Background: an optimization exercise with open tools, aiming at small area, a short achievable clock period and few clock cycles per item. Do not read the settings as production practice. Where RTL was checked, it was by simulation tests only, not by an equivalence proof against the original. Power figures rest on the tool's default switching activity, not on a simulated workload.

## wip/violet
// ring_producer_reserve_commit
module ring_producer_reserve_commit
#(
  parameter int INDEX_BITS = 16
) (
  input  wire logic                   clk,
  input  wire logic                   rst,
  input  wire logic                   in_valid,
  output logic                        in_ready,
  input  wire logic [38:0]            in_data,
  output logic                        out_valid,
  input  wire logic                   out_ready,
  output logic [260:0]                out_data,
  input  wire logic                   cfg_we,
  input  wire logic [rprc_pkg::CFG_INDEX_W-1:0] cfg_index,
  input  wire logic [rprc_pkg::CFG_DATA_W-1:0]  cfg_data
);
Size in the first run: roughly 2,000 cells after synthesis, roughly 290 flip-flops, about 370 I/O pins.
Settings: LEC_CHECK=0, CAP_MARGIN=20, CORE_MARGIN=2, CORE_UTILIZATION=40, SLEW_MARGIN=20; clock period 6.0 ns.
standard.sh (not shown) runs the stock make flow with config.mk's settings and CLKGATE_MAP_FILE= SYNTH_SCRIPT=/design/flow/synth_recipe.tcl, a recipe that flattens the netlist after the stock synthesis.
==> flow/flow/run.sh <==
#!/bin/bash
# Standard layout, but the port buffers that global placement inserts on
# every input and output are the smallest buffer (buf_1) instead of the
# clkdlybuf4s50_1 the resizer picks by default.
set -euo pipefail
bash standard.sh finish BUFFER_PORTS_ARGS="-buffer_cell sky130_fd_sc_hd__buf_1" > flow_make.log 2>&1
The following lists how wip/yarrow was set up differently from wip/violet:
- CTS_CLUSTER_SIZE: unset -> 24
- CTS_BUF_LIST: unset -> sky130_fd_sc_hd__clkbuf_4 sky130_fd_sc_hd__clkbuf_8
- CORE_UTILIZATION: 40 -> 65
Findings:
- Relative to wip/violet, the wire length of the first global-routing pass of wip/yarrow is lower by 7800 um.
- Side by side, clock buffer count from CTS turned out higher in wip/yarrow than in wip/violet.
- Via density per instance, wip/yarrow vs wip/violet: up by more than 10%
- Compared with wip/violet, wip/yarrow shows a lower fill cell instance count of the final layout.
- wip/yarrow vs wip/violet: final design instance area without fill down
- wip/yarrow vs. wip/violet: final-stage net count went up 9, cell area after placement dropped 1.8%.
- Summary: with wip/violet as the reference, post-detailed-routing wire length in wip/yarrow moved down by a little under 10%.
- Compared wip/yarrow vs wip/violet, and share of power burned in the clock network is down in wip/yarrow.
- Total power shrinks slightly when moving from wip/violet to wip/yarrow.
- Compared with wip/violet, wip/yarrow shows a later-pin clock latency in the skew report that is 0.04 ns higher.
> inputs changed (wip/yarrow -> wip/garnet)
- SETUP_SLACK_MARGIN newly set to 2.5
- ABC_CLOCK_PERIOD_IN_PS newly set to 3000
Results
Number of buffers inserted by post-CTS setup repair in wip/garnet is 105 higher than in wip/yarrow. Critical path depth, wip/yarrow and wip/garnet: smaller value in wip/yarrow. Global router's overall resource usage, wip/yarrow and wip/garnet: higher on wip/garnet. ~same clock input transition at the sequential cells of the worst setup and hold paths in wip/yarrow and wip/garnet. Routed wirelength normalized by instance count, wip/yarrow and wip/garnet, lower one = wip/yarrow. From wip/yarrow to wip/garnet the numbers moved as follows: global-route wire length before repair increased by 11,000 um relative to the old numbers, sequential power neither gained nor lost much, aggregate routed wire length higher.
Input-level comparison between wip/umber and wip/garnet:
- ABC_CLOCK_PERIOD_IN_PS removed (was 3000)
### Flow results
wip/garnet -> wip/umber: total power delta 0, exact match
Result for wip/garnet and wip/umber: all clean
wip/garnet -> wip/umber: final non-filler cell total delta 0, exact match
wip/umber vs. wip/garnet: routing usage on met2 level; clock transition at the register clock pins on the worst setup and hold paths after CTS roughly the same.
No run of this note included a check of the RTL's function; only the layout flow was run.

ring_producer_reserve_commit, a different RTL version from the one above (not shown whole).
Size in the first run: ~2,200 cells after synthesis, about 370 I/O pins, ~19,000 sq um of cells after synthesis.
## ring_producer_reserve_commit
module ring_producer_reserve_commit
#(
  parameter int INDEX_BITS = 16
) (
  input  wire logic                   clk,
  input  wire logic                   rst,
  input  wire logic                   in_valid,
  output logic                        in_ready,
  input  wire logic [38:0]            in_data,
  output logic                        out_valid,
  input  wire logic                   out_ready,
  output logic [260:0]                out_data,
  input  wire logic                   cfg_we,
  input  wire logic [rprc_pkg::CFG_INDEX_W-1:0] cfg_index,
  input  wire logic [rprc_pkg::CFG_DATA_W-1:0]  cfg_data
);
==> flow/config.mk <==
export PLATFORM = sky130hd
export DESIGN_NAME = ring_producer_reserve_commit
export DESIGN_NICKNAME = ring_producer_reserve_commit
export VERILOG_FILES = /design/flow/design.v
export SDC_FILE = /design/flow/constraint.sdc
export NUM_CORES = 4
export LEC_CHECK = 0
export CAP_MARGIN = 20
export CORE_MARGIN = 2
export CORE_UTILIZATION = 65
export CTS_BUF_LIST = sky130_fd_sc_hd__clkbuf_4 sky130_fd_sc_hd__clkbuf_8
export CTS_CLUSTER_SIZE = 24
export SETUP_SLACK_MARGIN = 3.0
export SLEW_MARGIN = 20
==> flow/constraint.sdc <==
create_clock -name core_clock -period 6.0 [get_ports {clk}]
set_input_delay 1.2000 -clock core_clock [delete_from_list [all_inputs] [get_ports {clk}]]
set_output_delay 1.2000 -clock core_clock [all_outputs]
set_load 0.01 [all_outputs]
Scripts as last shown in full above: flow/flow/run.sh
The starting point went through all stages and came out clean.
Then changed:
SETUP_SLACK_MARGIN = 3.2   (was 3.0)
After rerunning: The changed run passed the timing, design-rule and antenna checks; wire length rose by a few percent; utilization grows by 2.4 points; critical path depth climbs by 1.
No run of this note included a check of the RTL's function; only the layout flow was run.

Setup of run A:
The RTL this note starts from:
==> flow/design.v <==
`timescale 1ns / 1ps
`default_nettype none
package rprc_pkg;
  localparam int MAX_RING_BITS = 16;
  localparam int CFG_INDEX_W   = 3;
  localparam int CFG_DATA_W    = 64;
  typedef enum logic [CFG_INDEX_W-1:0] {
    REG_RING_SIZE_LOG2    = 3'd0,
    REG_MAX_MESSAGE_BYTES = 3'd1,
    REG_MESSAGES_TOTAL    = 3'd2,
    REG_BYTES_TOTAL       = 3'd3,
    REG_FAILED_TOTAL      = 3'd4
  } reg_index_t;
  localparam logic [4:0]  RESET_RING_SIZE_LOG2    = 5'd10;
  localparam logic [16:0] RESET_MAX_MESSAGE_BYTES = 17'd4096;
  typedef enum logic [1:0] {
    ACT_RESERVE  = 2'd0,
    ACT_COMMIT   = 2'd1,
    ACT_ROLLBACK = 2'd2,
    ACT_PUSH     = 2'd3
  } action_t;
  typedef enum logic [2:0] {
    ST_OK     = 3'd0,
    ST_SIZE   = 3'd1,
    ST_CLOSED = 3'd2,
    ST_FULL   = 3'd3,
    ST_BUSY   = 3'd4,
    ST_NORES  = 3'd5
  } status_t;
  typedef struct packed {
    action_t     action;
    logic [19:0] message_length;
    logic [15:0] consumer_read_index;
    logic        reader_attached;
  } rprc_in_t;
  typedef struct packed {
    status_t     status;
    logic [15:0] slot_number;
    logic        prefix_write;
    logic [16:0] prefix_value;
    logic [15:0] published_write_index;
    logic [15:0] free_slots;
    logic [63:0] messages_total;
    logic [63:0] bytes_total;
    logic [63:0] failed_total;
  } rprc_out_t;
  typedef struct packed {
    logic [4:0]  ring_size_log2;
    logic [16:0] max_message_bytes;
  } rprc_cfg_t;
endpackage
`default_nettype wire
`timescale 1ns / 1ps
`default_nettype none
import rprc_pkg::*;
module rprc_core (
  input  wire logic         clk,
  input  wire logic         rst,
  input  wire logic         in_valid,
  output logic              in_ready,
  input  wire logic [38:0]  in_data,
  output logic              out_valid,
  input  wire logic         out_ready,
  output logic [260:0]      out_data,
  input  wire logic         cfg_we,
  input  wire logic [rprc_pkg::CFG_INDEX_W-1:0] cfg_index,
  input  wire logic [rprc_pkg::CFG_DATA_W-1:0]  cfg_data
);
  logic [3:0]  e_m1;
  logic [16:0] max_len;
  logic [4:0]  cfg_l;
  logic [3:0]  cfg_e_m1;
  logic [15:0] mask;
  assign cfg_l    = cfg_data[4:0];
  assign cfg_e_m1 = (cfg_l == 5'd0) ? 4'd0 : (cfg_l[4] ? 4'd15 : 4'(cfg_l - 5'd1));
  always_ff @(posedge clk) begin
    if (rst) begin
      e_m1    <= 4'(RESET_RING_SIZE_LOG2 - 5'd1);
      max_len <= RESET_MAX_MESSAGE_BYTES;
    end else if (cfg_we) begin
      case (cfg_index)
        REG_RING_SIZE_LOG2:    e_m1    <= cfg_e_m1;
        REG_MAX_MESSAGE_BYTES: max_len <= cfg_data[16:0];
        default: ;
      endcase
    end
  end
  always_comb begin
    for (int i = 0; i < 16; i++) mask[i] = (i == 0) || (e_m1 >= 4'(i));
  end
  logic        s1_valid;
  logic [1:0]  s1_act;
  logic        s1_len_ok;
  logic [16:0] s1_len;
  logic [15:0] s1_rdi;
  logic        s1_att;
  logic        accept;
  logic        in_len_ok;
  assign accept   = s1_valid && !rst && (!out_valid || out_ready);
  assign in_ready = !(rst || (s1_valid && out_valid && !out_ready));
  assign in_len_ok = (in_data[36:17] != 20'd0) && (in_data[36:17] <= {3'b000, max_len});
  always_ff @(posedge clk) begin
    if (rst)           s1_valid <= 1'b0;
    else if (in_ready) s1_valid <= in_valid;
  end
  always_ff @(posedge clk) begin
    if (in_ready) begin
      s1_act    <= in_data[38:37];
      s1_len_ok <= in_len_ok;
      s1_len    <= in_data[33:17];
      s1_rdi    <= in_data[16:1];
      s1_att    <= in_data[0];
    end
  end
  logic [15:0] wp;
  logic [15:0] wp1;        
  logic        hold;
  logic [15:0] held;
  logic [63:0] msgs, bytes, fails;
  logic [1:0]  act;
  logic [16:0] len;
  logic [15:0] rdi;
  logic        att;
  logic        len_ok, full;
  logic [2:0]  status;
  logic        publish, fail, take_slot, slot_flag, hold_next;
  logic [15:0] free0, free_new;
  assign act    = s1_act;
  assign len    = s1_len;
  assign rdi    = s1_rdi;
  assign att    = s1_att;
  assign len_ok = s1_len_ok;
  assign full   = ((wp1 ^ rdi) & mask) == 16'd0;
  always_comb begin
    status    = ST_OK;
    publish   = 1'b0;
    fail      = 1'b0;
    take_slot = 1'b0;
    slot_flag = 1'b0;
    hold_next = hold;
    case (act)
      ACT_RESERVE: begin
        if (!len_ok)          status = ST_SIZE;
        else if (hold)        status = ST_BUSY;
        else if (!att)        status = ST_CLOSED;
        else if (full)        status = ST_FULL;
        else begin
          take_slot = 1'b1;
          slot_flag = 1'b1;
          hold_next = 1'b1;
        end
      end
      ACT_COMMIT: begin
        if (!len_ok)          status = ST_SIZE;
        else if (!hold)       status = ST_NORES;
        else begin
          slot_flag = 1'b1;
          publish   = 1'b1;
          hold_next = 1'b0;
        end
      end
      ACT_ROLLBACK: begin
        hold_next = 1'b0;
      end
      default: begin
        if (!len_ok)          status = ST_SIZE;
        else if (!att)        begin status = ST_CLOSED; fail = 1'b1; end
        else if (hold || full) begin status = ST_FULL; fail = 1'b1; end
        else begin
          take_slot = 1'b1;
          slot_flag = 1'b1;
          publish   = 1'b1;
        end
      end
    endcase
  end
  logic [15:0] free_flip;
  assign free0 = rdi + ~wp;
  always_comb begin
    free_flip[0] = 1'b1;
    for (int i = 1; i < 16; i++) free_flip[i] = ~|(free0 & ~(16'hFFFF << i));
  end
  assign free_new = (free0 ^ (free_flip & {16{publish}})) & mask;
  logic [63:0] cfg_z;
  logic ld_msgs, ld_bytes, ld_fails;
  assign cfg_z    = rst ? 64'd0 : cfg_data;
  assign ld_msgs  = rst || (cfg_we && (cfg_index == REG_MESSAGES_TOTAL));
  assign ld_bytes = rst || (cfg_we && (cfg_index == REG_BYTES_TOTAL));
  assign ld_fails = rst || (cfg_we && (cfg_index == REG_FAILED_TOTAL));
  logic inc_pub, inc_fail, inc_hi;
  assign inc_pub  = accept && publish;
  assign inc_fail = accept && fail;
  logic [63:0] msgs_ones, fails_ones;
  logic [46:0] bytes_ones;
  logic [17:0] bytes_lo;
  logic [63:0] msgs_keep, fails_keep, bytes_keep;
  always_comb begin
    msgs_ones[0]  = 1'b1;
    fails_ones[0] = 1'b1;
    for (int i = 1; i < 64; i++) begin
      msgs_ones[i]  = &(msgs  | (64'hFFFF_FFFF_FFFF_FFFF << i));
      fails_ones[i] = &(fails | (64'hFFFF_FFFF_FFFF_FFFF << i));
    end
    bytes_ones[0] = 1'b1;
    for (int i = 1; i < 47; i++)
      bytes_ones[i] = &(bytes[63:17] | (47'h7FFF_FFFF_FFFF << i));
  end
  assign bytes_lo   = {1'b0, bytes[16:0]} + {1'b0, len[16:0]};
  assign inc_hi     = inc_pub && bytes_lo[17];
  assign msgs_keep  = ld_msgs  ? cfg_z : msgs;
  assign fails_keep = ld_fails ? cfg_z : fails;
  assign bytes_keep = ld_bytes ? cfg_z : bytes;
  always_ff @(posedge clk) begin
    msgs         <= msgs_keep  ^ (msgs_ones  & {64{inc_pub}});
    fails        <= fails_keep ^ (fails_ones & {64{inc_fail}});
    bytes[63:17] <= bytes_keep[63:17] ^ (bytes_ones & {47{inc_hi}});
    bytes[16:0]  <= bytes_keep[16:0]  ^ ((bytes_lo[16:0] ^ bytes[16:0]) & {17{inc_pub}});
  end
  logic [15:0] wp_flip, wp1_flip;
  logic        take;
  always_comb begin
    wp_flip[0]  = 1'b1;
    wp1_flip[0] = 1'b1;
    for (int i = 1; i < 16; i++) begin
      wp_flip[i]  = &(wp  | (16'hFFFF << i));
      wp1_flip[i] = &(wp1 | (16'hFFFF << i));
    end
  end
  assign take      = accept && take_slot;
  always_ff @(posedge clk) begin
    if (rst) begin
      wp   <= 16'd0;
      wp1  <= 16'd1;
    end else begin
      wp   <= wp  ^ (wp_flip  & {16{inc_pub}});
      wp1  <= wp1 ^ (wp1_flip & {16{inc_pub}});
    end
  end
  always_ff @(posedge clk) begin
    if (rst)         hold <= 1'b0;
    else if (accept) hold <= hold_next;
  end
  always_ff @(posedge clk) begin
    if (take) held <= wp & mask;
  end
  logic [2:0]  r_status;
  logic        r_slot;
  logic        r_pw;
  logic [16:0] r_len;
  logic [15:0] r_free;
  always_ff @(posedge clk) begin
    if (rst)         out_valid <= 1'b0;
    else if (accept) out_valid <= 1'b1;
    else if (out_ready) out_valid <= 1'b0;
  end
  always_ff @(posedge clk) begin
    if (accept) begin
      r_status <= status;
      r_slot   <= slot_flag;
      r_pw     <= publish;
      r_len    <= len[16:0];
      r_free   <= free_new;
    end
  end
  assign out_data = {r_status,
                     held & {16{r_slot}},
                     r_pw,
                     r_len & {17{r_pw}},
                     wp,
                     r_free,
                     msgs,
                     bytes,
                     fails};
endmodule
`default_nettype wire
`timescale 1ns / 1ps
`default_nettype none
import rprc_pkg::*;
module ring_producer_reserve_commit
#(
  parameter int INDEX_BITS = 16
) (
  input  wire logic                   clk,
  input  wire logic                   rst,
  input  wire logic                   in_valid,
  output logic                        in_ready,
  input  wire logic [38:0]            in_data,
  output logic                        out_valid,
  input  wire logic                   out_ready,
  output logic [260:0]                out_data,
  input  wire logic                   cfg_we,
  input  wire logic [rprc_pkg::CFG_INDEX_W-1:0] cfg_index,
  input  wire logic [rprc_pkg::CFG_DATA_W-1:0]  cfg_data
);
  rprc_core u_core (
    .clk       (clk),
    .rst       (rst),
    .in_valid  (in_valid),
    .in_ready  (in_ready),
    .in_data   (in_data),
    .out_valid (out_valid),
    .out_ready (out_ready),
    .out_data  (out_data),
    .cfg_we    (cfg_we),
    .cfg_index (cfg_index),
    .cfg_data  (cfg_data)
  );
endmodule
`default_nettype wire
Settings: LEC_CHECK=0, CAP_MARGIN=20, CORE_MARGIN=2, CORE_UTILIZATION=65, CTS_BUF_LIST=sky130_fd_sc_hd__clkbuf_8 sky130_fd_sc_hd__clkbuf_16, CTS_CLUSTER_DIAMETER=100, CTS_CLUSTER_SIZE=20, SETUP_SLACK_MARGIN=2.8, SLEW_MARGIN=20; clock period 6.0 ns.
Scripts as last shown in full above: flow/flow/run.sh
Run A ended with every stage complete and zero timing, DRC or antenna violations.
Testbench counts of run A, summed over its fixed seeds: cycles 24,016, items 24,000.
--- input diff run A..run B ---
Settings: CTS_BUF_LIST now sky130_fd_sc_hd__clkbuf_4 sky130_fd_sc_hd__clkbuf_8, was sky130_fd_sc_hd__clkbuf_8 sky130_fd_sc_hd__clkbuf_16; CTS_CLUSTER_SIZE now 24, was 20; CTS_CLUSTER_DIAMETER no longer set, was 100; TNS_END_PERCENT now 20, previously not set.
- Run B: no failed stages, no open violations at the end
- [diff] worst hold slack after final layout, run B relative to run A: regression
- Final wirelength: run B > run A
- Re clock power share: run B and run A aren't equal, and the higher value belongs to run B.
- Clock buffer and inverter area fraction after layout | run B above run A
- Going from run A to run B, total chip power has increased; design area has increased.
- For final period demand of the worst path, run B and run A come out practically identical.
- When run B is measured against run A, its non-clock buffer count turns out 4 higher.
Here is what was changed in the inputs of run C compared with run B.
Settings: a deleted TNS_END_PERCENT that had been 20.
Results
- The number of fill cells reported for run C is greater than that of run B by 14.
- Arrival time at the worst endpoint sits lower in run C than in run B.
- Summary of run C over run B: met3 wire length shows an increase of 130 µm, setup slack of the critical path after layout went up 110 ps.
- Looking at run C and run B, the non-clock buffer count is a wash.
- | area overhead of the layout relative to synthesis | run B vs run C | ≈ equal |
- Run C: no failed stages, no open violations at the end
- Run B ended with every stage complete and zero timing, DRC or antenna violations.
The following lists how run D was set up differently from run C:
Settings: changing SETUP_SLACK_MARGIN from 2.8 to 3.0.
==> summary.txt <==
Run comparison: run C termination of the worst setup path u_core.bytes[48]; run D termination of the worst setup path u_core.r_free[12]
Compared with run C, run D shows sequential share of layout area lower by 0.92 points.
Synthesized area: run C vs run D identical
Run D ends up with higher number of cells on the critical path than run C does.
Via count delta (run D − run C): unfavourable
Clock buffer count in the final layout on run D is up relative to run C.
Looking at proportion of layout cells with a drive suffix above 1, run D sits 2.4 points higher than run C does.
Looking at standard cell with the maximum stage delay on the critical path, the sky130_fd_sc_hd__edfxtp_1 result is from run D; the sky130_fd_sc_hd__or4_4 one comes from run C.
On final worst clock skew: run D sits above run C.
Diff run C -> run D: slack of the worst reg-to-reg path increased 80 ps, met2 usage decreased 0.70 points, fraction of area in multi-input gates picked up an extra 0.62 points.

## afterwards: timing with drivers on the ports
The results above use ideal ports. As a check the final layouts listed here were re-extracted and re-timed, cells and wires unchanged. Step 1 (the two cells are an assumption about what drives the block):
set clk [get_ports {clk}]
set_driving_cell -lib_cell sky130_fd_sc_hd__clkbuf_16 $clk
set_driving_cell -lib_cell sky130_fd_sc_hd__buf_2 [delete_from_list [all_inputs] $clk]
Step 2 moves the port delays by t, midway between the first and last clock arrival at a register: inputs arrive t later, outputs are due t later. That takes back most of the time a late clock gives input paths. a / b / c = ideal / step 1 / step 2; a / b = the first two.
| run | t, ns | setup slack, ns | latest minus earliest clock arrival (ns) | worst data-port slew with drivers (ns) | cell pins on the clock port's net |
|---|---|---|---|---|---|
| wip/violet | 0.584 | 0.437 / 0.437 / 0.437 | 0.034 / 0.034 | 0.07 | 1 |
| wip/yarrow | 0.619 | 0.734 / 0.734 / 0.734 | 0.027 / 0.027 | 0.08 | 1 |
| wip/garnet | 0.617 | 1.769 / 1.769 / 1.418 | 0.021 / 0.021 | 0.09 | 1 |
| wip/umber | 0.617 | 1.769 / 1.769 / 1.418 | 0.021 / 0.021 | 0.09 | 1 |
| the first run of note 2 | 0.634 | 2.923 / 2.923 / 2.564 | 0.019 / 0.018 | 0.07 | 1 |
| the second run of note 2 | 0.641 | 2.882 / 2.882 / 2.475 | 0.021 / 0.021 | 0.08 | 1 |
| run A | 0.581 | 2.707 / 2.707 / 2.376 | 0.022 / 0.023 | 0.08 | 1 |
| run B | 0.637 | 2.704 / 2.704 / 2.367 | 0.025 / 0.026 | 0.07 | 1 |
| run C | 0.635 | 2.819 / 2.795 / 2.359 | 0.032 / 0.032 | 0.08 | 1 |
| run D | 0.640 | 2.903 / 2.903 / 2.495 | 0.042 / 0.042 | 0.13 | 1 |
After both steps setup and hold are still met in every run listed. For run C, which loses most, drivers alone change the setup slack by -0.024 ns; drivers and shift together by -0.460 ns.
